Source: an optimization exercise on an open RTL-to-GDS flow (aim: small area, a short achievable clock period and few clock cycles per item). Production flows keep margins and buffers that such runs may drop.
RTL that was checked went through simulation tests only; none was proved equivalent to the original.
Only the layout flow was run in runs 1 and 4 to 6; the RTL was not checked for function there.
Power figures rest on the tool's default switching activity, not on a simulated workload.

[run.sh]
#!/bin/bash
# synth_recipe.tcl (not shown) runs the flow's synth.tcl, then flattens the netlist and writes it again
# the make line also repeats each setting of config.mk as NAME=value (left out here)
make -C /OpenROAD-flow-scripts/flow DESIGN_CONFIG=/design/flow/config.mk WORK_HOME=/design/flow/orfs CLKGATE_MAP_FILE= SYNTH_SCRIPT=/design/flow/synth_recipe.tcl finish
[config.mk]
export PLATFORM = sky130hd
export DESIGN_NAME = cooperative_task_timer_table
export DESIGN_NICKNAME = cooperative_task_timer_table
export VERILOG_FILES = /design/flow/design.v
export SDC_FILE = /design/flow/constraint.sdc
export NUM_CORES = 4
export LEC_CHECK = 0
export CAP_MARGIN = 20
export CORE_MARGIN = 2
export CORE_UTILIZATION = 40
export CTS_CLUSTER_DIAMETER = 100
export CTS_CLUSTER_SIZE = 24
export SETUP_SLACK_MARGIN = 2.1
export SLEW_MARGIN = 20
[constraint.sdc]
create_clock -name core_clock -period 4.0 [get_ports {clk}]
set_input_delay 0.8000 -clock core_clock [delete_from_list [all_inputs] [get_ports {clk}]]
set_output_delay 0.8000 -clock core_clock [all_outputs]
set_load 0.01 [all_outputs]
[design.v]
`timescale 1ns / 1ps
package ctt_pkg;
	localparam int SLOTW   = 4;
	localparam int TASKW   = 8;
	localparam int CNTW    = 16;
	localparam int SLOTINW = 3;
	localparam int STATW   = 2;
	typedef enum logic [1:0] {
		FUNC_TICK     = 2'd0,
		FUNC_ADD      = 2'd1,
		FUNC_DELETE   = 2'd2,
		FUNC_DISPATCH = 2'd3
	} func_t;
	typedef enum logic [STATW-1:0] {
		ST_OK    = 2'd0,
		ST_FULL  = 2'd1,
		ST_EMPTY = 2'd2
	} status_t;
	typedef struct packed {
		logic             valid;
		logic [TASKW-1:0] task_id;
		logic [CNTW-1:0]  delay;
		logic [CNTW-1:0]  period;
		logic             run;
	} slot_rec_t;
endpackage
`timescale 1ns / 1ps
module ctt_cell (
	input  logic               clk,
	input  logic               arst_n,
	input  logic               shift,
	input  ctt_pkg::slot_rec_t d,
	output ctt_pkg::slot_rec_t q
);
	ctt_pkg::slot_rec_t rec_q;
	always_ff @(posedge clk or negedge arst_n) begin
		if (!arst_n) begin
			rec_q <= '0;
		end else if (shift) begin
			rec_q <= d;
		end
	end
	assign q = rec_q;
endmodule
`timescale 1ns / 1ps
module cooperative_task_timer_table #(
	parameter int MAX_TASKS = 8
) (
	input  logic        clk,
	input  logic        arst_n,
	input  logic        s_tvalid,
	output logic        s_tready,
	input  logic [47:0] s_tdata,   
	input  logic [1:0]  s_tuser,   
	output logic        m_tvalid,
	input  logic        m_tready,
	output logic [15:0] m_tdata,   
	output logic [0:0]  m_tuser,   
	output logic        m_tlast
);
	localparam int N    = MAX_TASKS;
	localparam int TW   = ctt_pkg::TASKW;
	localparam int CW   = ctt_pkg::CNTW;
	localparam int NB   = CW / 4;                         
	localparam int SW   = ctt_pkg::SLOTW;
	localparam int BW   = SW + TW + ctt_pkg::STATW + 2;   
	logic [N-1:0]         valid_q;
	logic [N-1:0]         run_q;
	logic [N-1:0][TW-1:0] tid_q;
	logic [N-1:0][CW-1:0] ndly_q;    
	logic [N-1:0][NB-1:0] nz_q;      
	logic [N-1:0][CW-1:0] per_q;
	logic                 disp_q;    
	logic                 m_v_q;
	logic [BW-1:0]        m_q;
	logic                 sk_v_q;
	logic [BW-1:0]        sk_q;
	logic                 nrdy_q;    
	logic                 out_free;   
	logic                 push;       
	logic                 disp_d;
	logic                 sk_v_d;
	logic                 acc;
	logic                 do_tick, do_add, do_del, do_disp;
	logic                 disp_go;
	logic [N-1:0]         due;
	logic [N-1:0]         add_sel;
	logic [N-1:0]         disp_sel;
	logic [N-1:0]         del_sel;
	logic [SW-1:0]        add_idx;
	logic [SW-1:0]        disp_idx;
	logic [TW-1:0]        disp_tid;
	logic                 any_free;
	logic                 any_due;
	logic                 more_due;
	logic [BW-1:0]        beat;
	logic [NB-1:0]        in_nz;
	assign out_free = !m_v_q || m_tready;
	assign s_tready = !nrdy_q;
	assign acc      = s_tvalid && !nrdy_q;
	assign do_tick  = acc && (s_tuser == 2'd0);
	assign do_add   = acc && (s_tuser == 2'd1);
	assign do_del   = acc && (s_tuser == 2'd2);
	assign do_disp  = acc && (s_tuser == 2'd3);
	assign disp_go  = do_disp || (disp_q && !sk_v_q);
	assign push     = acc || (disp_q && !sk_v_q);
	assign due      = valid_q & run_q;
	for (genvar k = 0; k < NB; k++) begin : g_in_nz
		assign in_nz[k] = (s_tdata[8+4*k +: 4] == 4'd0);
	end
	always_comb begin
		add_sel  = '0;
		disp_sel = '0;
		add_idx  = SW'(N);
		disp_idx = '0;
		disp_tid = '0;
		any_free = 1'b0;
		any_due  = 1'b0;
		more_due = 1'b0;
		for (int i = N - 1; i >= 0; i--) begin
			if (!valid_q[i]) begin
				add_sel  = '0;
				add_sel[i] = 1'b1;
				add_idx  = SW'(i);
				any_free = 1'b1;
			end
		end
		for (int i = N - 1; i >= 0; i--) begin
			if (due[i]) begin
				more_due = any_due;
				disp_sel = '0;
				disp_sel[i] = 1'b1;
				disp_idx = SW'(i);
				disp_tid = tid_q[i];
				any_due  = 1'b1;
			end
		end
	end
	always_comb begin
		del_sel = '0;
		del_sel[s_tdata[42:40]] = 1'b1;
	end
	always_comb begin
		beat = {1'b1, 1'b0, ctt_pkg::ST_OK, TW'(0), SW'(0)};
		if (disp_q || s_tuser == 2'd3) begin
			if (any_due) beat = {!more_due, 1'b1, ctt_pkg::ST_OK, disp_tid, disp_idx};
		end else if (s_tuser == 2'd1) begin
			beat = {1'b1, 1'b0, any_free ? ctt_pkg::ST_OK : ctt_pkg::ST_FULL, TW'(0), add_idx};
		end else if (s_tuser == 2'd2) begin
			beat = {1'b1, 1'b0, valid_q[s_tdata[42:40]] ? ctt_pkg::ST_OK : ctt_pkg::ST_EMPTY,
			        TW'(0), SW'(s_tdata[42:40])};
		end
	end
	for (genvar i = 0; i < N; i++) begin : g_slot
		logic [CW-1:0] dly;         
		logic          zero;        
		logic          load;        
		logic          t_rl;        
		logic          t_dec;       
		logic          keep;        
		logic [NB-1:0] pz;          
		logic [NB-1:0] bin;         
		logic [CW-1:0] bor;         
		logic [CW-1:0] nxt;         
		logic [NB-1:0] nxt_nz;      
		assign dly   = ~ndly_q[i];
		assign zero  = &nz_q[i];
		assign load  = do_add && add_sel[i];
		assign t_rl  = do_tick && zero;
		assign t_dec = do_tick && !zero;
		assign keep  = !(t_rl || load);
		for (genvar k = 0; k < NB; k++) begin : g_nib
			logic [3:0] d;
			assign d         = dly[4*k +: 4];
			assign pz[k]     = (per_q[i][4*k +: 4] == 4'd0);
			assign bin[k]    = (k == 0) ? 1'b1 : (&nz_q[i][k > 0 ? k - 1 : 0 : 0]);
			assign bor[4*k+0] = bin[k];
			assign bor[4*k+1] = bin[k] & !d[0];
			assign bor[4*k+2] = bin[k] & !d[0] & !d[1];
			assign bor[4*k+3] = bin[k] & !d[0] & !d[1] & !d[2];
			assign nxt_nz[k]  = (t_dec && bin[k]) ? (d == 4'd1) : nz_q[i][k];
		end
		assign nxt = dly ^ ({CW{t_dec}} & bor);
		always_ff @(posedge clk) begin
			ndly_q[i] <= ~(({CW{t_rl}} & per_q[i]) | ({CW{load}} & s_tdata[23:8]) |
			               ({CW{keep}} & nxt));
			nz_q[i]   <= ({NB{t_rl}} & pz) | ({NB{load}} & in_nz) | ({NB{keep}} & nxt_nz);
		end
		always_ff @(posedge clk or negedge arst_n) begin
			if (!arst_n) begin
				valid_q[i] <= 1'b0;
			end else if (load) begin
				valid_q[i] <= 1'b1;
			end else if ((do_del && del_sel[i]) || (disp_go && disp_sel[i] && (&pz))) begin
				valid_q[i] <= 1'b0;
			end
		end
		always_ff @(posedge clk) begin
			if (t_rl) begin
				run_q[i] <= 1'b1;
			end
			if (load) begin
				tid_q[i] <= s_tdata[7:0];
				per_q[i] <= s_tdata[39:24];
				run_q[i] <= 1'b0;
			end
			if (disp_go && disp_sel[i]) begin
				run_q[i] <= 1'b0;
			end
		end
	end
	assign disp_d = disp_go ? more_due : disp_q;
	assign sk_v_d = !out_free && (sk_v_q || push);
	always_ff @(posedge clk or negedge arst_n) begin
		if (!arst_n) begin
			disp_q <= 1'b0;
			m_v_q  <= 1'b0;
			sk_v_q <= 1'b0;
			nrdy_q <= 1'b0;
		end else begin
			disp_q <= disp_d;
			if (out_free) begin
				m_v_q <= sk_v_q || push;
			end
			sk_v_q <= sk_v_d;
			nrdy_q <= disp_d || sk_v_d;
		end
	end
	always_ff @(posedge clk) begin
		m_q <= ({BW{out_free && sk_v_q}} & sk_q) | ({BW{out_free && !sk_v_q}} & beat) |
		       ({BW{!out_free}} & m_q);
		if (push) begin
			sk_q <= beat;
		end
	end
	assign m_tvalid   = m_v_q;
	assign m_tdata    = {2'b00, m_q[SW+TW+1:0]};
	assign m_tuser[0] = m_q[BW-2];
	assign m_tlast    = m_q[BW-1];
endmodule
==> results of run 1 <==
where the power goes:
group	switching [mW]	internal, mW	leakage, nW
Combinational	1.47	1.46	5.45
Sequential	0.651	5.07	3.56
Clock	1.34	1.04	0.288
Total	3.47	7.56	9.30
layout make-up:
cell class | instances | area, um2 | area share, %
antenna | 1 | 2.50 | 0.00976
tap | 592 | 741 | 2.89
timing repair buffer | 359 | 4540 | 17.7
multi-input combinational | 1106 | 9340 | 36.4
inverter | 27 | 130 | 0.508
clock buffer | 36 | 603 | 2.35
sequential | 404 | 10300 | 40.0
timing repair inverter | 2 | 22.5 | 0.0878
registers in the layout (all words and copies together) (netlist names):
register and count:
nrdy_q 1, sk_q 16, nz_q 32, ndly_q 128, disp_q 1, valid_q 8
tid_q 64, per_q 128, sk_v_q 1, m_v_q 1, run_q 8, m_q 16
kinds of logic after synthesis:
family | synth area share (%)
compound gates | 16.9
xor+xnor | 4.35
fa+ha+maj | 0.768
buf+inv | 3.11
flops | 57.1
mux | 0.810
other cells | 0.0209
simple gates | 17.0
worst min-delay path by stage:
stage	startpoint	end	cells after the start	slack, ns
finish	m_q[14]	m_q[14]	2	0.45
global placement	m_q[14]	m_q[14]	2	0.44
global route	m_q[14]	m_q[14]	2	0.47
detailed placement	m_q[14]	m_q[14]	2	0.45
CTS	m_q[14]	m_q[14]	2	0.46
floorplan	per_q[20]	ndly_q[20]	1	0.44
routing by layer:
layer / wire length, um / up-vias
li1: - / 6882
met1: 25700 / 7861
met2: 31300 / 954
met3: 6240 / 224
met4: 4120 / 0
met5: 0 / -
cell usage after synthesis, types with 20 or more instances:
cell and number:
a21oi_1 91, a221oi_1 76, a22o_1 44, a22oi_1 29
and3_1 23, buf_2 20, clkbuf_1 75, dfxtp_1 184
edfxtp_1 208, inv_1 26, nand2_1 101, nand3_1 57
nand4_1 42, nor2_1 141, nor3_1 38, nor4_1 53
o21ai_0 69, xnor2_1 38, xor2_1 51
critical path, delay by kind of cell (launching register included):
| family | cells | cell delay [ns] |
|---|---|---|
| XOR/XNOR | 1 | 0.19 |
| buffers and inverters | 3 | 0.46 |
| AND/OR/NAND/NOR | 2 | 0.64 |
| flip-flops | 1 | 0.43 |
| AO/OA/AOI/OAI | 2 | 0.54 |
repair_timing:
action                     4_1_cts  5_1_grt
gates resized for setup        418      265
setup buffers                  116       76
setup endpoints to repair      434      344
cloned                          38       16
pin swaps                      112      115
hold endpoints to repair         0        0
==> metrics.md, run 1 <==
| Metric | Value |
|---|---|
| Yosys top cell by area | edfxtp_1 |
| Total power | 11.0 mW |
| Wire per inst | between 20 and 30 um |
| Syn. warnings | 1 |
| Initial DRC count | 1863 |
| Top FF cell, synth | edfxtp_1 |
| Final ANT Viol Nets | 0 |
| Worst R2R End | ndly_q[105] |
| Post-DP HPWL | between 30 and 40 mm |
| Synth async-reset ratio | 2.97% |
| Port Buffer Count | between 60 and 70 |
| Row count | 77 |
| Avg Inst Size Synth | around 11 um2 |
| Final period util | 59.4% |
| CP Launch Type | flop |
| Yosys reg bits | 404 |
| Crit. End Element | flop |
| Reg2reg path depth | 8 |
| Post-synth top area share | 34.8% |
| CP Capture Point | ndly_q[105] |
| H-tree depth | 1 |
| Layout Nets | 1985 |
| Vias in the first global route | roughly 15000 |
| Clock transition at path regs | ~0.1 ns |
| PD cells | approximately 430 mW/mm2 |
| Worst-margin pin slew | about 1.0 ns |
| Via count | about 16000 |
| Outcome | timing/DRC/antenna clean |
| # DRC | 0 |
| Arrival time worst endpoint | roughly 2.8 ns |
| Mapped Cells | approximately 1600 |
| Die ar. | 0.0465 mm2 |
| Fin. max-slew vios | 0 |
| Tmin final | 2.38 ns |
| Number of synthesized flops with an enable pin | 208 |
| Root Driver | clkbuf_16 |
| Crit-path max cell delay | around 0.56 ns |
| Commonest non-fill, non-tap cells in the layout | edfxtp_1, dfxtp_1, buf_4, nor2_1, nand2_1 |
| Commonest non-fill, non-tap cell in the layout | edfxtp_1 |
| Share of layout cells above drive strength 1 | 37.6% |
| Hold Worst Slack | about 0.45 ns |
| Met3 usage | between 3 and 4% |
| Number of sinks on the clock net | between 400 and 500 |
| CP cell instances | buf_6 > or4b_4 > buf_12 > buf_16 > a2111oi_4 > xor2_1 > nor2_1 > a221oi_1 |
| Final Cell Area | around 0.026 mm2 |
| GP Congestion | 0.858 |
| Synth-to-Final Area Change | 43.0% |
| DR pass1 iterations | 8 |
| Max Root-Sink Buffers | 3 |
| Final worst slack | approximately 1.6 ns |
| Core ar. | 0.0442 mm2 |
| Leak | 9.30 nW |
| Initial antenna violation count | 2 |
| Met1 usage | 34.8% |
| Seq/Total Area, Yosys | between 50% and 60% |
| Area contributors post-synth | edfxtp_1, dfxtp_1, a221oi_1 |
| First-pass GRT wire length | roughly 90 mm |
| IO Count | 74 |
| CTS tree | built |
| Max IR drop VDD | between 0.2 and 0.3 mV |
| Placed cells | between 2000 and 2500 |
| Final core occ | just under 60% |
| Max-cap viol count | 0 |
| GRT overflow | 0 |
| Largest net degree at the start of global routing | 41 |
| Hold Path Class | reg -> reg |
| Reg-to-reg startpoint | nrdy_q |
| Initial cell density of the core | around two fifths |
| Num CTS Buffers | 20 |
| Met2 usage | between 40% and 50% |
| Total track usage | a little over a quarter |
| Clock Latency Late Sink | about 0.56 ns |
| Worst EP required | between 4 and 5 ns |
| CP Max Fanout | 4 |
| Final hold vios | 0 |
| DRT Wirelength | 67.4 mm |
| Post-CTS Hold Buffers | 0 |
| Fillers | 3409 |
| Setup TNS | 0 ns |
| Mapped cell area | around 0.018 mm2 |
| Crit Path Class | reg -> reg |
| RSZ-0062 raised after global routing | true |
| Slowest CP cell | or4b_4 |
| Die width | around 220 um |
| Max_slew headroom | 33.3% |
| R2R setup slack | ~1.6 ns |
| Max frequency | roughly 420 MHz |
| Clock skew | 0.0199 ns |
| Final setup vio count | 0 |
| CP Launch Point | nrdy_q |
| DR vias/cell | 6.30 |
| GRT Max-Usage Layer | met2 |
| Die H | around 220 um |
| Dpl ws | 0.478 ns |
| Netlist cell types | just under 80 |
| Final cell count without fillers | roughly 2500 |
| Placement Cell Area | slightly below 0.02 mm2 |
==> inputs of run 2 (changes only) <==
--- a/design.v
+++ b/design.v
@@ -69,5 +69,4 @@
 	logic [N-1:0][TW-1:0] tid_q;
 	logic [N-1:0][CW-1:0] ndly_q;    
-	logic [N-1:0][NB-1:0] nz_q;      
 	logic [N-1:0][CW-1:0] per_q;
 	logic                 disp_q;    
@@ -95,5 +94,4 @@
 	logic                 more_due;
 	logic [BW-1:0]        beat;
-	logic [NB-1:0]        in_nz;
 	assign out_free = !m_v_q || m_tready;
 	assign s_tready = !nrdy_q;
@@ -106,7 +104,4 @@
 	assign push     = acc || (disp_q && !sk_v_q);
 	assign due      = valid_q & run_q;
-	for (genvar k = 0; k < NB; k++) begin : g_in_nz
-		assign in_nz[k] = (s_tdata[8+4*k +: 4] == 4'd0);
-	end
 	always_comb begin
 		add_sel  = '0;
@@ -159,25 +154,14 @@
 		logic          t_dec;       
 		logic          keep;        
-		logic [NB-1:0] pz;          
-		logic [NB-1:0] bin;         
 		logic [CW-1:0] bor;         
 		logic [CW-1:0] nxt;         
-		logic [NB-1:0] nxt_nz;      
 		assign dly   = ~ndly_q[i];
-		assign zero  = &nz_q[i];
+		assign zero  = (dly == '0);
 		assign load  = do_add && add_sel[i];
 		assign t_rl  = do_tick && zero;
 		assign t_dec = do_tick && !zero;
 		assign keep  = !(t_rl || load);
-		for (genvar k = 0; k < NB; k++) begin : g_nib
-			logic [3:0] d;
-			assign d         = dly[4*k +: 4];
-			assign pz[k]     = (per_q[i][4*k +: 4] == 4'd0);
-			assign bin[k]    = (k == 0) ? 1'b1 : (&nz_q[i][k > 0 ? k - 1 : 0 : 0]);
-			assign bor[4*k+0] = bin[k];
-			assign bor[4*k+1] = bin[k] & !d[0];
-			assign bor[4*k+2] = bin[k] & !d[0] & !d[1];
-			assign bor[4*k+3] = bin[k] & !d[0] & !d[1] & !d[2];
-			assign nxt_nz[k]  = (t_dec && bin[k]) ? (d == 4'd1) : nz_q[i][k];
+		for (genvar j = 0; j < CW; j++) begin : g_bor
+			assign bor[j] = (j == 0) ? 1'b1 : (dly[j > 0 ? j - 1 : 0 : 0] == '0);
 		end
 		assign nxt = dly ^ ({CW{t_dec}} & bor);
@@ -185,5 +169,4 @@
 			ndly_q[i] <= ~(({CW{t_rl}} & per_q[i]) | ({CW{load}} & s_tdata[23:8]) |
 			               ({CW{keep}} & nxt));
-			nz_q[i]   <= ({NB{t_rl}} & pz) | ({NB{load}} & in_nz) | ({NB{keep}} & nxt_nz);
 		end
 		always_ff @(posedge clk or negedge arst_n) begin
@@ -192,5 +175,5 @@
 			end else if (load) begin
 				valid_q[i] <= 1'b1;
-			end else if ((do_del && del_sel[i]) || (disp_go && disp_sel[i] && (&pz))) begin
+			end else if ((do_del && del_sel[i]) || (disp_go && disp_sel[i] && per_q[i] == '0)) begin
 				valid_q[i] <= 1'b0;
 			end
--- a/config.mk
+++ b/config.mk
@@ -11,4 +11,4 @@
 export CTS_CLUSTER_DIAMETER = 100
 export CTS_CLUSTER_SIZE = 24
-export SETUP_SLACK_MARGIN = 2.1
+export SETUP_SLACK_MARGIN = 2.0
 export SLEW_MARGIN = 20
==> run 2 against run 1 <==
Effect of this change: critical path depth fell by 1; cell count shrank 12%; global-route usage is 2.9 points lower; critical path type unchanged; clock skew is 0.0043 ns higher; synthesized area fell by 7.9%; cell area down 16%; non-clock buffer count shrank 98; worst hold slack better by 0.017 ns.
==> metrics.md, run 2 <==
| Metric | Value |
|---|---|
| Clock Latency Late Sink | 0.55 ns |
| Fillers | ~3400 |
| Top-count cell post-synth | edfxtp_1 |
| Crit Path Class | reg -> reg |
| Initial antenna violation count | 0 |
| Final setup vio count | 0 |
| Arrival time worst endpoint | approximately 2.8 ns |
| Root Driver | clkbuf_16 |
| Post-DP HPWL | ~32 mm |
| Number of sinks on the clock net | 372 |
| Clock skew | around 0.024 ns |
| Worst-margin pin slew | around 0.98 ns |
| Worst R2R End | ndly_q[62] |
| WL met2 | approximately 25 mm |
| Worst EP required | approximately 4.4 ns |
| IO Count | 74 |
| # DRC | 0 |
| Die H | 207 um |
| Die width | between 200 and 250 um |
| Final period util | around 60% |
| Post-synth top area share | 37.8% |
| Share of layout cells above drive strength 1 | approximately a quarter |
| Hold Path Sink | ndly_q[105] |
| Port Buffer Count | 66 |
| Initial DRC count | 1190 |
| Max-cap viol count | 0 |
| Area contributors post-synth | edfxtp_1, dfxtp_1, a22o_1 |
| DR top layer | met4 |
| Mapped cell area | between 0.015 and 0.02 mm2 |
| GP Congestion | between 0.8 and 0.9 |
| Clock transition at path regs | around 0.11 ns |
| Crit. End Element | flop |
| Seq/Total Area, Yosys | about 58% |
| Synth-to-Final Area Change | 31.1% |
| First-pass GRT wire length | between 70 and 80 mm |
| M1 WL | between 20 and 25 mm |
| Die ar. | 0.0429 mm2 |
| Int Power | 6.59 mW |
| DR vias/cell | around 6.1 |
| DR pass1 iterations | 5 |
| Fin. max-slew vios | 0 |
| Sequential Power Share | 55.4% |
| Number of synthesized flops with an enable pin | roughly 210 |
| Largest net degree at the start of global routing | 26 |
| Placed cells | 2022 |
| CP Launch Type | flop |
| Diodes inserted | 0 |
| Top FF cell, synth | edfxtp_1 |
| Max_slew headroom | between 30% and 40% |
| GRT overflow | 0 |
| Mapped Cells | 1468 |
| Final cell count without fillers | between 2000 and 2500 |
| Switching Fraction | 31.1% |
| Setup TNS | 0 ns |
| Initial cell density of the core | roughly two fifths |
| Synth top cells by count | edfxtp_1, dfxtp_1, a21oi_1 |
| Outcome | timing/DRC/antenna clean |
| Commonest non-fill, non-tap cells in the layout | edfxtp_1, dfxtp_1, buf_4, a21oi_1, nand2_1 |
| P_sw | 2.98 mW |
| Reg2reg path depth | 7 |
| H-tree depth | 1 |
| Via count | 13612 |
| Wire per inst | between 20 and 25 um |
| DRT Wirelength | 53.3 mm |
| Avg Inst Size Synth | ~11 um2 |
| Combinational share of power | 21.9% |
| Row count | 74 |
| Netlist cell types | 84 |
| Commonest non-fill, non-tap cell in the layout | edfxtp_1 |
| Hold Crit Start | per_q[105] |
| Max frequency | between 400 and 500 MHz |
| CP Max Fanout | 8 |
| FF+latch area | 0.00962 mm2 |
| Vias in the first global route | approximately 13000 |
| Layout Nets | between 1500 and 2000 |
| Clock power share | between 20% and 30% |
| Reg-to-reg startpoint | nrdy_q |
| Syn. warnings | 1 |
| Yosys top cell by area | edfxtp_1 |
| Hold Worst Slack | between 0.4 and 0.5 ns |
| Num CTS Buffers | 19 |
| Hold path cells | 1 |
| Hold Path Class | reg -> reg |
| RSZ-0062 raised after global routing | true |
| Leak | just under 8 nW |
| Max IR drop VDD | 0.274 mV |
| Final ANT Viol Nets | 0 |
| Max Root-Sink Buffers | 3 |
| Final hold vios | 0 |
| Core ar. | 0.0408 mm2 |
| Tmin final | around 2.4 ns |
| PD cells | 442 mW/mm2 |
| Yosys reg bits | ~370 |
| Synth async-reset ratio | 3.23% |
| Routed met3 length | around 4 mm |
| Registers with the most flip-flops | ndly_q: 128 flops, per_q: 128 flops, tid_q: 64 flops |
| Multi-input gate area | between 0.007 and 0.008 mm2 |
| CTS tree | built |
| Total track usage | between 20% and 30% |
| R2R setup slack | 1.61 ns |
-- run 2: cell count changes after synthesis, moves of 22 or more --
| cell | previous run | this run |
|---|---|---|
| nor2_1 | 141 | 57 |
| a221oi_1 | 76 | 34 |
| a21oi_1 | 91 | 113 |
| a22o_1 | 44 | 73 |
| xor2_1 | 51 | 17 |
| dfxtp_1 | 184 | 152 |
-- run 2: worst max-delay path by stage --
stage	startpoint	to	slack (ns)	depth (start not counted)
6_report	nrdy_q	ndly_q[62]	1.61	7
3_3_place_gp	s_tvalid	ndly_q[54]	0.47	6
4_1_cts	nrdy_q	ndly_q[54]	1.60	7
5_1_grt	ndly_q[57]	ndly_q[49]	1.55	7
2_1_floorplan	s_tuser[1]	ndly_q[53]	1.32	8
3_5_place_dp	s_tvalid	ndly_q[54]	0.44	6
-- run 2: cells by family (layout without fill, tap and decap cells) --
kind of cell	count (synthesis)	count (layout)	synth area share, %
xor+xnor	55	55	2.92
other cells	1	2	0.0227
buf+inv	110	326	2.83
mux	14	14	1.01
compound gates	420	420	17.7
simple gates	485	487	16.6
fa+ha+maj	11	11	0.833
flops	372	372	58.1
-- run 2: layout make-up --
type                            instances  share of cell area, %
Timing Repair Buffer                  261                   13.6
Sequential cell                       372                   44.4
Tap cell                              532                   3.08
Timing Repair inverter                  6                  0.347
Clock inverter                          3                  0.116
Inverter                               25                  0.601
Multi-Input combinational cell        989                   35.5
Clock buffer                           31                   2.40
-- run 2: per-stage QoR --
step	utilization (%)	cell area [um2]	worst slack (ns)	power, mW
6_report	53.0	21600	1.61	9.56
5_1_grt	53.0	21600	1.55	10.0
4_1_cts	50.7	20700	1.60	9.36
3_5_place_dp	44.3	18100	0.443	6.98
3_3_place_gp	44.3	18100	0.472	6.92
2_1_floorplan	-	17000	1.32	6.42
-- run 2: repair_timing --
item	CTS	global route
resized for setup	233	139
pin swaps	54	48
buffers inserted	108	35
endpoints found under the setup margin	402	301
hold buffers	0	0
cloned	16	4
-- run 2: power by group through the flow --
stage | logic [mW] | clock network [mW] | registers, mW
after floorplan | 1.28 | 0 | 5.15
after global placement | 1.61 | 0 | 5.31
after detailed placement | 1.64 | 0 | 5.35
after CTS | 1.90 | 2.20 | 5.26
after global routing | 2.29 | 2.33 | 5.39
final | 2.09 | 2.17 | 5.30
-- run 2: metal layers --
layer | vias up | global-route usage, %
li1 | 6167 | -
met1 | 6811 | 32.2
met2 | 542 | 38.7
met3 | 92 | 2.64
met4 | 0 | 7.81
met5 | - | 0
-- run 2: critical path: stages (launching register included) --
cell	delay [ns]
dfrtp_2	0.44
or4b_4	0.51
buf_12	0.16
or4_4	0.63
nor2_8	0.19
buf_12	0.15
a22o_1	0.16
a21oi_1	0.04
Testbench counts of run 2, summed over its fixed seeds: cycles 13,323, items 12,000.
==> inputs of run 3 (changes only) <==
--- a/config.mk
+++ b/config.mk
@@ -11,4 +11,4 @@
 export CTS_CLUSTER_DIAMETER = 100
 export CTS_CLUSTER_SIZE = 24
-export SETUP_SLACK_MARGIN = 2.0
+export SETUP_SLACK_MARGIN = 1.7
 export SLEW_MARGIN = 20
==> run 3 against run 2 <==
Effect of this change: still clean on timing, DRC and antenna; synthesized area unchanged; global-route usage fell by 1.5 points; worst hold slack improved by 0.0041 ns; wire length down 8.5%; cell area fell by 11%; register-to-register slack hardly changed; clock skew shrank 0.0098 ns; critical path depth unchanged; clock power about the same; worst setup slack lost 0.020 ns; cell count shrank 6.2%; critical endpoint is now ndly_q[50]; largest cell class unchanged.
==> metrics.md, run 3 <==
| Metric | Value |
|---|---|
| Outcome | timing/DRC/antenna clean |
| Via count | between 10000 and 15000 |
| RSZ-0062 raised after global routing | true |
| Hold path cells | 1 |
| Die width | just over 200 um |
| Synth async-reset ratio | 3.23% |
| GP Congestion | ~0.80 |
| Mapped Cells | around 1500 |
| Yosys reg bits | approximately 370 |
| Hold Path Class | reg -> reg |
| DR vias/cell | between 6 and 7 |
| DRT Wirelength | 48.8 mm |
| Setup TNS | 0 ns |
| CTS tree | built |
| Hold Worst Slack | 0.472 ns |
| Clock Latency Late Sink | between 0.5 and 0.6 ns |
| Crit. End Element | flop |
| Netlist cell types | 84 |
| Multi-input gate area | approximately 0.0070 mm2 |
| H-tree depth | 1 |
| Final period util | 60.1% |
| Total track usage | between 20% and 30% |
| Final setup vio count | 0 |
| Share of layout cells above drive strength 1 | between 10% and 20% |
| Post-DP HPWL | around 32 mm |
| Avg Inst Size Synth | between 10 and 15 um2 |
| Die ar. | roughly 0.043 mm2 |
| CP Launch Type | input port |
| Layout Nets | about 1600 |
| Synth-to-Final Area Change | 16.5% |
| Synth top cells by count | edfxtp_1, dfxtp_1, a21oi_1 |
| Reg2reg path depth | 6 |
| CP Max Fanout | 8 |
| Row count | 74 |
| Max IR drop VDD | 0.263 mV |
| IO Count | 74 |
| Area contributors post-synth | edfxtp_1, dfxtp_1, a22o_1 |
| Syn. warnings | 1 |
| Crit Path Class | in -> reg |
| Top FF cell, synth | edfxtp_1 |
| Final hold vios | 0 |
| Initial antenna violation count | 0 |
| Tmin final | between 2 and 2.5 ns |
| Worst-margin pin slew | just under 1 ns |
| Post-synth top area share | between 30% and 40% |
| DR pass1 iterations | 5 |
| Arrival time worst endpoint | 2.84 ns |
| First-pass GRT wire length | around 73 mm |
| GRT overflow | 0 |
| Vias in the first global route | 11979 |
| Fillers | between 3000 and 4000 |
| Commonest non-fill, non-tap cell in the layout | edfxtp_1 |
| Initial DRC count | roughly 1100 |
| Port Buffer Count | 66 |
| Fin. max-slew vios | 0 |
| Diodes inserted | 0 |
| Worst EP required | 4.44 ns |
| Max Root-Sink Buffers | 3 |
| Max_slew headroom | about a third |
| Mapped cell area | about 0.017 mm2 |
| Number of sinks on the clock net | 372 |
| Wire per inst | around 23 um |
| PD cells | 478 mW/mm2 |
| Number of synthesized flops with an enable pin | ~210 |
| # DRC | 0 |
| Num CTS Buffers | 19 |
| Commonest non-fill, non-tap cells in the layout | edfxtp_1, dfxtp_1, a21oi_1, nand2_1, a22o_1 |
| Clock transition at path regs | 0.10 ns |
| Final worst slack | between 1.5 and 2 ns |
| FF+latch area | roughly 0.0096 mm2 |
| Clock skew | about 0.014 ns |
| Max frequency | a little over 400 MHz |
| Root Driver | clkbuf_16 |
| Die H | ~210 um |
| Initial cell density of the core | 40.4% |
| Largest net degree at the start of global routing | 45 |
| Dpl ws | 0.441 ns |
| Top-count cell post-synth | edfxtp_1 |
| Core ar. | between 0.04 and 0.05 mm2 |
| Final ANT Viol Nets | 0 |
| Registers with the most flip-flops | ndly_q: 128 flops, per_q: 128 flops, tid_q: 64 flops |
| Leak | 6.63 nW |
| Yosys top cell by area | edfxtp_1 |
| Max-cap viol count | 0 |
| Seq/Total Area, Yosys | 58.1% |
==> run 3: cell counts after synthesis <==
Identical to the previous run, type by type.
==> run 3: logic make-up (layout without fill, tap and decap cells) <==
group / after synthesis / in the layout / synth area share [%]
simple gates: 485 / 486 / 16.6
buf+inv: 110 / 189 / 2.83
compound gates: 420 / 420 / 17.7
xor+xnor: 55 / 55 / 2.92
other cells: 1 / 2 / 0.0227
mux: 14 / 14 / 1.01
flops: 372 / 372 / 58.1
fa+ha+maj: 11 / 11 / 0.833
==> run 3: repair_timing <==
action	4_1_cts	5_1_grt
hold buffers	0	0
setup endpoints to repair	310	134
gates resized for setup	52	46
gates cloned	2	2
setup buffers	19	7
pin swaps	20	20
==> run 3: critical path, cell delays in order <==
cell     delay (ns)
buf_2          0.14
or4b_4         0.69
or4_4          0.67
nor2_8         0.16
buf_12         0.16
a22o_1         0.16
a21oi_1        0.05
==> run 3: area by class of cell <==
cell class | instances | area share [%]
Sequential cell | 372 | 49.9
Multi-Input combinational cell | 988 | 36.2
Timing Repair Buffer | 130 | 6.95
Tap cell | 532 | 3.46
Clock buffer | 31 | 2.71
Inverter | 25 | 0.572
Clock inverter | 2 | 0.202
Timing Repair inverter | 1 | 0.0455
==> run 3: metrics by stage <==
step                utilization [%]  cell area, um2  std cells  power [mW]
CTS                            46.4           18900       2072        9.18
detailed placement             44.1           18000       2018        6.95
global placement               44.1           18000       2018        6.89
finish                         47.1           19200       2081        9.19
floorplan                         -           16800       1469        6.38
global route                   47.1           19200       2081        9.66
==> run 3: where the power goes <==
part | internal, mW | switching (mW) | total [mW]
combinational | 0.820 | 0.898 | 1.72
clock | 0.973 | 1.22 | 2.20
sequential | 4.66 | 0.622 | 5.28
total | 6.45 | 2.74 | 9.19
==> run 3: metal layers <==
layer	vias up	part of all wire, %	global-route usage [%]
li1	5879	-	-
met1	6192	43	30.1
met2	432	46	35.6
met3	102	6.3	2.65
met4	0	4.7	8.30
met5	-	0	0
==> run 3: worst paths after layout <==
check	slack [ns]	endpoint	start
worst min-delay path	0.47	ndly_q[99]	per_q[99]
min in group asynchronous	0.68	valid_q[2]	arst_n
max in group asynchronous	2.79	valid_q[3]	arst_n
worst min register to register	0.47	ndly_q[99]	per_q[99]
worst max register to register	1.60	ndly_q[50]	nrdy_q
worst max-delay path	1.59	ndly_q[50]	s_tuser[0]
==> inputs of run 4 (changes only) <==
--- a/design.v
+++ b/design.v
@@ -70,4 +70,5 @@
 	logic [N-1:0][CW-1:0] ndly_q;    
 	logic [N-1:0][CW-1:0] per_q;
+	logic [N-1:0]         z_q;       
 	logic                 disp_q;    
 	logic                 m_v_q;
@@ -94,4 +95,5 @@
 	logic                 more_due;
 	logic [BW-1:0]        beat;
+	logic                 in_z;      
 	assign out_free = !m_v_q || m_tready;
 	assign s_tready = !nrdy_q;
@@ -104,4 +106,5 @@
 	assign push     = acc || (disp_q && !sk_v_q);
 	assign due      = valid_q & run_q;
+	assign in_z     = (s_tdata[23:8] == '0);
 	always_comb begin
 		add_sel  = '0;
@@ -156,9 +159,13 @@
 		logic [CW-1:0] bor;         
 		logic [CW-1:0] nxt;         
+		logic          pzero;       
+		logic          one;         
 		assign dly   = ~ndly_q[i];
-		assign zero  = (dly == '0);
+		assign zero  = z_q[i];
+		assign pzero = (per_q[i] == '0);
+		assign one   = (dly == CW'(1));
 		assign load  = do_add && add_sel[i];
 		assign t_rl  = do_tick && zero;
-		assign t_dec = do_tick && !zero;
+		assign t_dec = do_tick;
 		assign keep  = !(t_rl || load);
 		for (genvar j = 0; j < CW; j++) begin : g_bor
@@ -169,4 +176,5 @@
 			ndly_q[i] <= ~(({CW{t_rl}} & per_q[i]) | ({CW{load}} & s_tdata[23:8]) |
 			               ({CW{keep}} & nxt));
+			z_q[i]    <= (t_rl && pzero) || (load && in_z) || (keep && (do_tick ? one : zero));
 		end
 		always_ff @(posedge clk or negedge arst_n) begin
@@ -175,5 +183,5 @@
 			end else if (load) begin
 				valid_q[i] <= 1'b1;
-			end else if ((do_del && del_sel[i]) || (disp_go && disp_sel[i] && per_q[i] == '0)) begin
+			end else if ((do_del && del_sel[i]) || (disp_go && disp_sel[i] && pzero)) begin
 				valid_q[i] <= 1'b0;
 			end
==> run 4 against run 3 <==
Effect of this change: still clean; total power rose by 1.8%; sequential share of layout area rose by 0.32 points; via count fell by 1.8%; critical path type is now reg -> reg.
==> metrics.md, run 4 <==
| Metric | Value |
|---|---|
| Dpl ws | 0.563 ns |
| Fillers | roughly 3600 |
| Yosys reg bits | 380 |
| Via count | around 12000 |
| Initial DRC count | around 1200 |
| Die ar. | 0.0428 mm2 |
| Max_slew headroom | 36.8% |
| Post-synth top area share | 38.0% |
| Wire per inst | about 23 um |
| Final worst slack | 1.64 ns |
| DR pass1 iterations | 5 |
| Mapped cell area | 0.0165 mm2 |
| Num CTS Buffers | 19 |
| Synth top cells by count | edfxtp_1, dfxtp_1, nor2_1 |
| Worst-margin pin slew | 0.945 ns |
| Clock Latency Late Sink | approximately 0.55 ns |
| Reg2reg path depth | 9 |
| Leak | ~7 nW |
| Core ar. | 0.0407 mm2 |
| IO Count | 74 |
| Final setup vio count | 0 |
| Vias in the first global route | about 11000 |
| Max IR drop VDD | 0.280 mV |
| Avg Inst Size Synth | around 11 um2 |
| Setup TNS | 0 ns |
| Hold path cells | 1 |
| Registers with the most flip-flops | ndly_q: 128 flops, per_q: 128 flops, tid_q: 64 flops |
| Crit Path Class | reg -> reg |
| Arrival time worst endpoint | 2.82 ns |
| Top FF cell, synth | edfxtp_1 |
| Netlist cell types | 75 |
| Tmin final | around 2.4 ns |
| Max frequency | about 420 MHz |
| RSZ-0062 raised after global routing | true |
| Syn. warnings | 1 |
| GP Congestion | 0.842 |
| DRT Wirelength | 48.3 mm |
| Layout Nets | 1605 |
| First-pass GRT wire length | roughly 70 mm |
| Final ANT Viol Nets | 0 |
| CP Max Fanout | 4 |
| Outcome | timing/DRC/antenna clean |
| Root Driver | clkbuf_16 |
| Worst EP required | 4.46 ns |
| GRT overflow | 0 |
| Post-DP HPWL | just over 30 mm |
| Row count | 74 |
| Initial cell density of the core | between 40% and 50% |
| Mapped Cells | approximately 1400 |
| Placed cells | between 2000 and 2500 |
| R2R setup slack | about 1.6 ns |
| Max Root-Sink Buffers | 3 |
| Synth async-reset ratio | under 10% |
| Final cell count without fillers | 2084 |
| Reg-to-reg startpoint | nrdy_q |
| Crit. End Element | flop |
| Seq/Total Area, Yosys | 59.3% |
| Clock skew | approximately 0.023 ns |
| H-tree depth | 1 |
| Top-count cell post-synth | edfxtp_1 |
| Final period util | approximately 60% |
| CP Launch Type | flop |
| Fin. max-slew vios | 0 |
| Final hold vios | 0 |
| DR vias/cell | just under 6 |
| Synth-to-Final Area Change | 18.1% |
| Initial antenna violation count | 2 |
| Yosys top cell by area | edfxtp_1 |
| Largest net degree at the start of global routing | between 40 and 50 |
| Clock transition at path regs | ~0.1 ns |
| Diodes inserted | 0 |
| Die width | between 200 and 250 um |
| Commonest non-fill, non-tap cell in the layout | edfxtp_1 |
| Post-CTS Hold Buffers | 0 |
| Total track usage | around 22% |
| Hold Path Class | reg -> reg |
| Die H | slightly above 200 um |
| Number of synthesized flops with an enable pin | about 210 |
| PD cells | between 400 and 500 mW/mm2 |
| Port Buffer Count | between 60 and 70 |
| CTS tree | built |
| Max-cap viol count | 0 |
| Area contributors post-synth | edfxtp_1, dfxtp_1, a221oi_1 |
| Worst R2R End | ndly_q[25] |
| Hold Path Sink | ndly_q[68] |
| Commonest non-fill, non-tap cells in the layout | edfxtp_1, dfxtp_1, nand2_1, nor2_1, a21oi_1 |
| Share of layout cells above drive strength 1 | 16.4% |
| Hold Crit Start | per_q[68] |
| Number of sinks on the clock net | 380 |
| # DRC | 0 |
## run 4: changes by cell type after synthesis, sizes merged, moves of 14 or more
cell,change
nand2,+29
nor2,+60
a221oi,+38
a211oi,-19
nand4,-17
a32o,+14
and3,-15
xor2,+38
nor3,-31
a31oi,-17
o21a,-18
a22o,-30
o21ai,-28
## run 4: cells by family (layout without fill, tap and decap cells)
kind of cell    Yosys count  after routing  share of synthesized area (%)
flops                   380            380                           59.3
fa+ha+maj                12             12                          0.913
xor+xnor                103            103                           5.48
buf+inv                 106            215                           2.83
simple gates            499            500                           16.2
compound gates          337            337                           14.9
other cells               1              2                         0.0228
mux                       3              3                          0.335
## run 4: worst max path at each step
stage | cells after the start | start | endpoint | slack (ns)
after detailed placement | 7 | s_tuser[1] | run_q[5] | 0.56
after CTS | 8 | nrdy_q | ndly_q[10] | 1.60
after global routing | 9 | nrdy_q | ndly_q[25] | 1.53
after floorplan | 8 | s_tuser[0] | ndly_q[96] | 1.43
final | 9 | nrdy_q | ndly_q[25] | 1.64
after global placement | 8 | s_tuser[1] | ndly_q[28] | 0.55
## run 4: where the power goes
group	switching [mW]	internal [mW]
registers	0.603	4.73
logic	0.952	0.875
clock network	1.25	0.952
## run 4: final cells by class
cell class | instances | area [um2] | area share, %
multi-input combinational | 957 | 6780 | 34.9
tap | 532 | 666 | 3.43
sequential | 380 | 9760 | 50.2
clock buffer | 33 | 549 | 2.83
timing repair buffer | 159 | 1540 | 7.91
inverter | 20 | 113 | 0.579
timing repair inverter | 2 | 22.5 | 0.116
clock inverter | 1 | 8.76 | 0.0451
## run 4: repair_timing
action	4_1_cts	5_1_grt
cloned	1	3
resized for setup	47	86
pin swaps	18	42
setup buffers	19	15
endpoints found under the setup margin	258	148
## run 4: worst max-delay path, stage by stage (launching register included)
cell	delay, ns
dfrtp_2	0.44
or4b_4	0.60
buf_12	0.16
buf_12	0.12
nor4_4	0.32
buf_4	0.19
nand2_4	0.05
xnor2_2	0.15
nor2_1	0.06
a221oi_1	0.19
## run 4: routing by layer
| metal | GRT usage, % | part of all wire, % | vias to the layer above | routed length (um) |
|---|---|---|---|---|
| met5 | 0 | 0 | - | 0 |
| met4 | 6.64 | 2.8 | 0 | 1330 |
| met3 | 2.57 | 6.1 | 65 | 2960 |
| met2 | 36.2 | 48 | 410 | 23300 |
| met1 | 30.3 | 43 | 6214 | 20800 |
| li1 | - | - | 5683 | - |
## run 4: metrics by stage
| stage | power (mW) | area (um2) | hold slack, ns | util (%) |
|---|---|---|---|---|
| floorplan | 6.47 | 16800 | 0.427 | - |
| global placement | 6.97 | 18000 | 0.445 | 44.2 |
| detailed placement | 7.03 | 18000 | 0.454 | 44.2 |
| CTS | 9.24 | 18900 | 0.466 | 46.3 |
| global route | 9.80 | 19400 | 0.475 | 47.7 |
| finish | 9.35 | 19400 | 0.465 | 47.7 |
==> inputs of run 5 (changes only) <==
--- a/config.mk
+++ b/config.mk
@@ -8,5 +8,5 @@
 export CAP_MARGIN = 20
 export CORE_MARGIN = 2
-export CORE_UTILIZATION = 40
+export CORE_UTILIZATION = 60
 export CTS_CLUSTER_DIAMETER = 100
 export CTS_CLUSTER_SIZE = 24
==> run 5 against run 4 <==
Effect of this change: still clean on timing, DRC and antenna; synthesized cell count stayed put; fmax increased by 0.74%; count of clock-buffer cells in the layout stayed put; via count grew 0.78%; wire length decreased by 6.9%; clock skew about the same; non-clock buffer count increased by 2; worst hold slack got worse by 0.0055 ns; combinational power fell by 3%; core utilization is 23 points higher; cell count down 8.9%; first-iteration DRC count grew 30%; largest power group unchanged.
==> metrics.md, run 5 <==
| Metric | Value |
|---|---|
| Adder-cell share of the synthesized area | 0.913% |
| Largest net degree at the start of global routing | between 40 and 50 |
| Port Buffer Count | 66 |
| Placed cells | about 1800 |
| Syn. warnings | 1 |
| Commonest non-fill, non-tap cells in the layout | edfxtp_1, dfxtp_1, nor2_1, nand2_1, a21oi_1 |
| Final period util | between 50% and 60% |
| Number of synthesized flops with an enable pin | roughly 210 |
| Final hold vios | 0 |
| R2R setup slack | 1.66 ns |
| CP Launch Type | flop |
| First-pass GRT wire length | 66.5 mm |
| Row count | 60 |
| Final cell count without fillers | between 1500 and 2000 |
| Leak | 6.99 nW |
| Tmin final | ~2.3 ns |
| Avg Inst Size Synth | ~11 um2 |
| Wire per inst | 23.7 um |
| Simple-gate area share of the yosys netlist | 16.2% |
| Top-count cell post-synth | edfxtp_1 |
| Netlist cell types | 75 |
| Mapped Cells | 1441 |
| Yosys top cell by area | edfxtp_1 |
| Post-CTS Hold Buffers | 0 |
| Die H | 170 um |
| Worst EP required | roughly 4.4 ns |
| Synth top cells by count | edfxtp_1, dfxtp_1, nor2_1 |
| Placement Cell Area | roughly 0.018 mm2 |
| Synth async-reset ratio | between 3 and 4% |
| Hold Path Class | reg -> reg |
| GRT overflow | 0 |
| Final ANT Viol Nets | 0 |
| DRT Wirelength | ~45 mm |
| PD cells | approximately 480 mW/mm2 |
| Max-cap viol count | 0 |
| Initial cell density of the core | 61.0% |
| Layout Nets | about 1600 |
| Fillers | a little under 2000 |
| Seq/Total Area, Yosys | around three fifths |
| IO Count | 74 |
| Compound-Gate Fraction of Synth Area | between 10% and 20% |
| Vias in the first global route | 11427 |
| Worst-margin pin slew | between 0.8 and 0.9 ns |
| DR pass1 iterations | 6 |
| RSZ-0062 raised after global routing | true |
| Xor and xnor area share after synthesis | 5.48% |
| Max frequency | approximately 430 MHz |
| Final setup vio count | 0 |
| Initial antenna violation count | 1 |
| Multiplexer share of the synthesized area | less than 1% |
| Die width | approximately 170 um |
| Number of sinks on the clock net | 380 |
| Yosys reg bits | 380 |
| Outcome | timing/DRC/antenna clean |
| Num CTS Buffers | 19 |
| P_sw | approximately 2.7 mW |
| Clock skew | between 0.02 and 0.025 ns |
| H-tree depth | 1 |
| Via count | between 10000 and 15000 |
| Hold path cells | 1 |
| Switching Fraction | between 20% and 30% |
| # DRC | 0 |
| Clock Latency Late Sink | approximately 0.54 ns |
| DR vias/cell | around 6.6 |
| Max_slew headroom | 41.9% |
| Setup TNS | 0 ns |
| Sequential Power Share | between 50% and 60% |
| Clock power share | 23.4% |
| Clock transition at path regs | roughly 0.10 ns |
| Post-DP HPWL | between 20 and 30 mm |
| Combinational share of power | around a fifth |
| Die ar. | between 0.02 and 0.03 mm2 |
| Top FF cell, synth | edfxtp_1 |
| Core ar. | approximately 0.027 mm2 |
| Post-synth top area share | between 30% and 40% |
| CP Max Fanout | 6 |
| Registers with the most flip-flops | ndly_q: 128 flops, per_q: 128 flops, tid_q: 64 flops |
| Crit. End Element | flop |
| CTS tree | built |
| Mapped cell area | between 0.015 and 0.02 mm2 |
| Commonest non-fill, non-tap cell in the layout | edfxtp_1 |
| Fin. max-slew vios | 0 |
| Root Driver | clkbuf_16 |
| GP Congestion | between 0.8 and 0.9 |
| Max Root-Sink Buffers | 3 |
| Initial DRC count | between 1500 and 2000 |
| Max IR drop VDD | 0.363 mV |
| Reg2reg path depth | 8 |
| Int Power | about 6.5 mW |
| Final Cell Area | 0.0191 mm2 |
| Largest family of logic cells by synthesized area | simple AND/OR/NAND/NOR gates |
| Arrival time worst endpoint | 2.78 ns |
| Area contributors post-synth | edfxtp_1, dfxtp_1, a221oi_1 |
| Total track usage | between 30% and 40% |
| Synth-to-Final Area Change | 16.0% |
| Share of layout cells above drive strength 1 | between 10% and 20% |
| Crit Path Class | reg -> reg |
## run 5: kinds of logic (layout without fill, tap and decap cells)
kind of cell,Yosys count,after routing
adders and majority gates,12,12
other,1,3
muxes,3,3
AOI/OAI and AO/OA,337,337
buffers and inverters,106,218
xor gates and xnor gates,103,103
and+or+nand+nor,499,501
DFF,380,380
## run 5: per-layer routing
layer | GRT usage (%) | part of all wire, % | up-vias
li1 | - | - | 5697
met1 | 46.8 | 43 | 6033
met2 | 46.4 | 44 | 633
met3 | 4.17 | 9.6 | 102
met4 | 8.84 | 3.0 | 4
met5 | 0 | 0.060 | -
## run 5: area by class of cell
class / instances / area [um2] / area share [%]
diodes: 1 / 2.50 / 0.0131
repair inverters: 3 / 41.3 / 0.216
inverters: 20 / 115 / 0.603
multi-input cells: 958 / 6600 / 34.6
repair buffers: 161 / 1580 / 8.30
flip-flops and latches: 380 / 9760 / 51.1
well taps: 341 / 427 / 2.24
clock buffers: 33 / 549 / 2.88
clock inverters: 1 / 8.76 / 0.0459
## run 5: power groups by stage
stage | clock network, mW | logic, mW | registers, mW
after floorplan | 0 | 1.26 | 5.21
after global placement | 0 | 1.59 | 5.34
after detailed placement | 0 | 1.62 | 5.37
after CTS | 2.20 | 1.69 | 5.29
after global routing | 2.32 | 1.96 | 5.38
final | 2.16 | 1.78 | 5.30
## run 5: path summary, 6_finish.rpt
path | to | start
min | ndly_q[27] | per_q[27]
min in group asynchronous | valid_q[7] | arst_n
max reg2reg | ndly_q[6] | nrdy_q
max in group asynchronous | sk_v_q | arst_n
max | ndly_q[6] | nrdy_q
min reg2reg | ndly_q[27] | per_q[27]
## run 5: repair_timing
item / CTS / global route
cloned: 5 / 2
endpoints found under the setup margin: 295 / 149
gates resized for setup: 52 / 41
setup buffers: 16 / 25
pin swaps: 11 / 25
## run 5: metrics by stage
| stage | utilization, % | setup slack (ns) | hold WS (ns) | total power [mW] |
|---|---|---|---|---|
| 6_report | 70.8 | 1.66 | 0.459 | 9.25 |
| 5_1_grt | 70.8 | 1.57 | 0.485 | 9.66 |
| 3_3_place_gp | 65.9 | 0.492 | 0.433 | 6.93 |
| 3_5_place_dp | 65.9 | 0.470 | 0.446 | 6.99 |
| 4_1_cts | 69.3 | 1.67 | 0.461 | 9.18 |
| 2_1_floorplan | - | 1.43 | 0.427 | 6.47 |
## run 5: worst max-delay path, cell delays in order (launching register included)
cell	delay [ns]
dfrtp_2	0.44
or4b_4	0.64
buf_12	0.19
buf_6	0.12
nor3_4	0.23
and3_4	0.22
xor2_1	0.14
nor2_1	0.07
a221oi_1	0.20
==> inputs of run 6 (changes only) <==
--- a/design.v
+++ b/design.v
@@ -66,5 +66,5 @@
 	localparam int BW   = SW + TW + ctt_pkg::STATW + 2;   
 	logic [N-1:0]         valid_q;
-	logic [N-1:0]         run_q;
+	logic [N-1:0]         run_q;     
 	logic [N-1:0][TW-1:0] tid_q;
 	logic [N-1:0][CW-1:0] ndly_q;    
@@ -74,11 +74,5 @@
 	logic                 m_v_q;
 	logic [BW-1:0]        m_q;
-	logic                 sk_v_q;
-	logic [BW-1:0]        sk_q;
-	logic                 nrdy_q;    
 	logic                 out_free;   
-	logic                 push;       
-	logic                 disp_d;
-	logic                 sk_v_d;
 	logic                 acc;
 	logic                 do_tick, do_add, do_del, do_disp;
@@ -97,13 +91,12 @@
 	logic                 in_z;      
 	assign out_free = !m_v_q || m_tready;
-	assign s_tready = !nrdy_q;
-	assign acc      = s_tvalid && !nrdy_q;
+	assign s_tready = !disp_q && out_free;
+	assign acc      = s_tvalid && s_tready;
 	assign do_tick  = acc && (s_tuser == 2'd0);
 	assign do_add   = acc && (s_tuser == 2'd1);
 	assign do_del   = acc && (s_tuser == 2'd2);
 	assign do_disp  = acc && (s_tuser == 2'd3);
-	assign disp_go  = do_disp || (disp_q && !sk_v_q);
-	assign push     = acc || (disp_q && !sk_v_q);
-	assign due      = valid_q & run_q;
+	assign disp_go  = do_disp || (disp_q && out_free);
+	assign due      = run_q;
 	assign in_z     = (s_tdata[23:8] == '0);
 	always_comb begin
@@ -187,40 +180,36 @@
 			end
 		end
+		always_ff @(posedge clk or negedge arst_n) begin
+			if (!arst_n) begin
+				run_q[i] <= 1'b0;
+			end else if (load || (do_del && del_sel[i]) || (disp_go && disp_sel[i])) begin
+				run_q[i] <= 1'b0;
+			end else if (t_rl && valid_q[i]) begin
+				run_q[i] <= 1'b1;
+			end
+		end
 		always_ff @(posedge clk) begin
-			if (t_rl) begin
-				run_q[i] <= 1'b1;
-			end
 			if (load) begin
 				tid_q[i] <= s_tdata[7:0];
 				per_q[i] <= s_tdata[39:24];
-				run_q[i] <= 1'b0;
-			end
-			if (disp_go && disp_sel[i]) begin
-				run_q[i] <= 1'b0;
-			end
-		end
-	end
-	assign disp_d = disp_go ? more_due : disp_q;
-	assign sk_v_d = !out_free && (sk_v_q || push);
+			end
+		end
+	end
 	always_ff @(posedge clk or negedge arst_n) begin
 		if (!arst_n) begin
 			disp_q <= 1'b0;
 			m_v_q  <= 1'b0;
-			sk_v_q <= 1'b0;
-			nrdy_q <= 1'b0;
 		end else begin
-			disp_q <= disp_d;
+			if (disp_go) begin
+				disp_q <= more_due;
+			end
 			if (out_free) begin
-				m_v_q <= sk_v_q || push;
-			end
-			sk_v_q <= sk_v_d;
-			nrdy_q <= disp_d || sk_v_d;
+				m_v_q <= acc || disp_q;
+			end
 		end
 	end
 	always_ff @(posedge clk) begin
-		m_q <= ({BW{out_free && sk_v_q}} & sk_q) | ({BW{out_free && !sk_v_q}} & beat) |
-		       ({BW{!out_free}} & m_q);
-		if (push) begin
-			sk_q <= beat;
+		if (out_free) begin
+			m_q <= beat;
 		end
 	end
==> flow/run.sh (new file) <==
#!/bin/bash
# Own flow: the standard layout (standard.sh, which runs the standard
# synthesis unchanged), with one change: the port buffers that global
# placement inserts are sky130_fd_sc_hd__buf_2 instead of the cell
# buffer_ports picks by itself. The make output goes to standard.log.
set -euo pipefail
export BUFFER_PORTS_ARGS="-buffer_cell sky130_fd_sc_hd__buf_2"
bash standard.sh > standard.log 2>&1
==> standard.sh (new file) <==
#!/bin/bash
# synth_recipe.tcl (not shown) runs the flow's synth.tcl, then flattens the netlist and writes it again
# the make line also repeats each setting of config.mk as NAME=value (left out here)
make -C /OpenROAD-flow-scripts/flow DESIGN_CONFIG=/design/flow/config.mk WORK_HOME=/design/flow/orfs CLKGATE_MAP_FILE= SYNTH_SCRIPT=/design/flow/synth_recipe.tcl "${@:-finish}"
--- a/config.mk
+++ b/config.mk
@@ -11,4 +11,4 @@
 export CTS_CLUSTER_DIAMETER = 100
 export CTS_CLUSTER_SIZE = 24
-export SETUP_SLACK_MARGIN = 1.7
+export SETUP_SLACK_MARGIN = 1.8
 export SLEW_MARGIN = 20
removed: run.sh
==> run 6 against run 5 <==
Effect of this change: register-to-register slack better by 0.09 ns; critical path type is now in -> reg; wire length grew 2.9%; sequential cell count decreased by 18; sequential power shrank 4%; global-route usage increased by 1.4 points; clock power is 2% lower; worst setup slack improved by 0.042 ns; critical path depth unchanged; combinational power is 7% lower; core utilization down 0.68 points; cell area fell by 4.5%; synthesized cell count fell by 5.2%; still clean on timing, DRC and antenna.
==> metrics.md, run 6 <==
| Metric | Value |
|---|---|
| Int Power | 6.23 mW |
| Synth-to-Final Area Change | 15.1% |
| Syn. warnings | 1 |
| Outcome | timing/DRC/antenna clean |
| DR vias/cell | 6.71 |
| Max-cap viol count | 0 |
| Num CTS Buffers | 19 |
| Final period util | 57.5% |
| Fillers | about 1900 |
| Sequential Power Share | between 50% and 60% |
| Die width | 166 um |
| Die ar. | between 0.02 and 0.03 mm2 |
| Largest net degree at the start of global routing | 46 |
| Diodes inserted | 0 |
| Share of layout cells above drive strength 1 | between 20% and 30% |
| Worst EP required | approximately 4.4 ns |
| Post-synth top area share | between 30 and 40% |
| Netlist cell types | between 70 and 80 |
| Clock skew | 0.0243 ns |
| Core ar. | 0.0260 mm2 |
| Synth top cells by count | edfxtp_1, dfxtp_1, nor2_1 |
| Yosys top cell by area | edfxtp_1 |
| Commonest non-fill, non-tap cell in the layout | edfxtp_1 |
| CP Launch Type | input port |
| Clock Latency Late Sink | about 0.54 ns |
| Max_slew headroom | 47.6% |
| GRT overflow | 0 |
| Max frequency | about 430 MHz |
| Avg Inst Size Synth | around 12 um2 |
| RSZ-0062 raised after global routing | true |
| Max Root-Sink Buffers | 3 |
| Seq/Total Area, Yosys | 59.5% |
| Die H | approximately 170 um |
| P_sw | 2.65 mW |
| CTS tree | built |
| Top delay family on crit path | simple AND/OR/NAND/NOR gates |
| Worst-margin pin slew | between 0.7 and 0.8 ns |
| Leak | between 6 and 7 nW |
| Commonest non-fill, non-tap cells in the layout | edfxtp_1, dfxtp_1, a21oi_1, nor2_1, nand2_1 |
| Top-count cell post-synth | edfxtp_1 |
| Combinational share of power | 18.6% |
| Final setup vio count | 0 |
| PD cells | slightly below 500 mW/mm2 |
| Max IR drop VDD | slightly below 0.5 mV |
| CP cell instances | buf_12 > or2_4 > or3_4 > buf_16 > or4_4 > o21a_1 > nor3_2 > a221oi_2 |
| Initial DRC count | 1502 |
| Port Buffer Count | 66 |
| Final hold vios | 0 |
| DR pass1 iterations | 7 |
| Crit-path max cell delay | around 0.56 ns |
| Crit. End Element | flop |
| Slowest CP cell | or4_4 |
| Crit Path Class | in -> reg |
| H-tree depth | 1 |
| Top FF cell, synth | edfxtp_1 |
| Root Driver | clkbuf_16 |
| Yosys reg bits | around 360 |
| Setup TNS | 0 ns |
| # DRC | 0 |
| Hold Path Class | in -> async |
| First-pass GRT wire length | a little under 70 mm |
| Layout Nets | between 1500 and 2000 |
| Arrival time worst endpoint | between 2 and 3 ns |
| Buf/Inv on CP | 2 |
| Post-DP HPWL | roughly 29 mm |
| DRT Wirelength | approximately 46 mm |
| Synth async-reset ratio | about 5% |
| Mapped cell area | between 0.015 and 0.02 mm2 |
| IO Count | 74 |
| Tmin final | between 2 and 2.5 ns |
| Registers with the most flip-flops | ndly_q: 128 flops, per_q: 128 flops, tid_q: 64 flops |
| Vias in the first global route | 11284 |
| Final ANT Viol Nets | 0 |
| Number of sinks on the clock net | approximately 360 |
| Clock transition at path regs | 0.10 ns |
| Area contributors post-synth | edfxtp_1, dfxtp_1, xor2_1 |
| Number of synthesized flops with an enable pin | 208 |
| Switching Fraction | a little under 30% |
| Clock power share | between 20% and 30% |
| Via count | between 10000 and 15000 |
| Total track usage | 32.2% |
| Wire per inst | 25.7 um |
| CP Max Fanout | 6 |
| Fin. max-slew vios | 0 |
| GP Congestion | around 0.9 |
| Post-CTS Hold Buffers | 0 |
| Final core occ | between 70% and 80% |
| Initial cell density of the core | between 60% and 70% |
| Initial antenna violation count | 2 |
| Mapped Cells | 1366 |
| Row count | 59 |
run 6: worst paths after layout:
check / to / slack, ns / cells after the start / start
min in group core_clock: z_q[3] / 0.44 / 2 / z_q[3]
hold reg to reg: z_q[3] / 0.44 / 2 / z_q[3]
max in group asynchronous: run_q[3] / 3.46 / 1 / arst_n
hold / removal: run_q[4] / 0.20 / 1 / arst_n
setup / recovery: ndly_q[59] / 1.70 / 8 / s_tuser[0]
setup reg to reg: ndly_q[59] / 1.75 / 7 / disp_q
run 6: metrics by stage:
stage               worst slack [ns]  instances  total power [mW]  cell area [um2]  hold WS [ns]
finish                          1.70       1806              8.88            18200         0.200
global route                    1.66       1806              9.28            18200         0.220
CTS                             1.72       1774              8.79            17700         0.196
detailed placement             0.630       1709              6.65            16700         0.432
global placement               0.641       1709              6.58            16700         0.435
floorplan                       1.13       1367              6.19            16300         0.416
run 6: cell families (layout without fill, tap and decap cells):
logic type,count (synthesis),after routing,share of synthesized area (%)
buf+inv,114,218,3.18
compound gates,315,315,14.8
other cells,1,2,0.0237
xor+xnor,107,107,5.92
fa+ha+maj,12,12,0.933
flops,362,362,59.5
mux,4,4,0.340
simple gates,451,451,15.3
run 6: metal layers:
| metal | global-route usage (%) | routed length, um | vias up |
|---|---|---|---|
| li1 | - | - | 5429 |
| met1 | 45.8 | 18900 | 6013 |
| met2 | 51.5 | 21800 | 574 |
| met3 | 3.83 | 3870 | 99 |
| met4 | 12.0 | 1760 | 0 |
| met5 | 0 | 0 | - |
run 6: power groups by stage:
stage | clock, mW | combinational [mW] | sequential, mW
4_1_cts | 2.14 | 1.57 | 5.09
6_report | 2.12 | 1.65 | 5.11
3_3_place_gp | 0 | 1.45 | 5.14
2_1_floorplan | 0 | 1.17 | 5.01
3_5_place_dp | 0 | 1.49 | 5.16
5_1_grt | 2.29 | 1.81 | 5.18
run 6: repair_timing:
item                       in CTS  in global routing
cloned                          3                  3
resized for setup              56                 62
pin swaps                      15                 31
setup buffers                  28                 29
hold endpoints to repair        0                  0
setup endpoints to repair     345                102
run 6: worst register-to-register path: stages (launching register included):
cell and delay, ns:
dfrtp_2 0.43, nand2b_4 0.17, or3_4 0.40, buf_16 0.18, or4_4 0.56, o21a_1 0.22, nor3_2 0.13, a221oi_2 0.05
run 6: final cells by class:
class	instances	area [um2]	share of cell area [%]
multi-input combinational	891	6440	35.4
sequential	362	9430	51.8
inverter	26	110	0.604
clock buffer	32	524	2.88
tap	335	419	2.30
clock inverter	2	38.8	0.213
timing repair buffer	158	1250	6.88

==> re-timing with driven ports <==
The flow's constraints put no driver on any port. The routed layouts listed below were extracted and timed again, unchanged, in two steps. Step 1, drivers: a clkbuf_16 drives clk and a buf_2 each remaining input, both assumed. Step 2 moves the port delays by t, midway between the first and last clock arrival at a register: inputs arrive t later, outputs are due t later. That takes back most of the time a late clock gives input paths. Three values: no drivers, after step 1, after step 2; two values: the first two.
run | t (ns) | slack for setup (ns) | latest minus earliest clock arrival (ns)
run 1 | 0.600 | 1.623 / 1.623 / 1.119 | 0.022 / 0.022
run 2 | 0.582 | 1.614 / 1.614 / 1.043 | 0.030 / 0.030
run 3 | 0.582 | 1.594 / 1.602 / 1.044 | 0.022 / 0.022
run 4 | 0.595 | 1.641 / 1.641 / 1.078 | 0.026 / 0.025
run 5 | 0.581 | 1.658 / 1.658 / 1.122 | 0.028 / 0.028
run 6 | 0.575 | 1.699 / 1.689 / 1.114 | 0.025 / 0.026
After both steps every run listed still meets setup and hold. For run 6, which loses most, drivers alone change the setup slack by -0.010 ns; drivers and shift together by -0.585 ns.
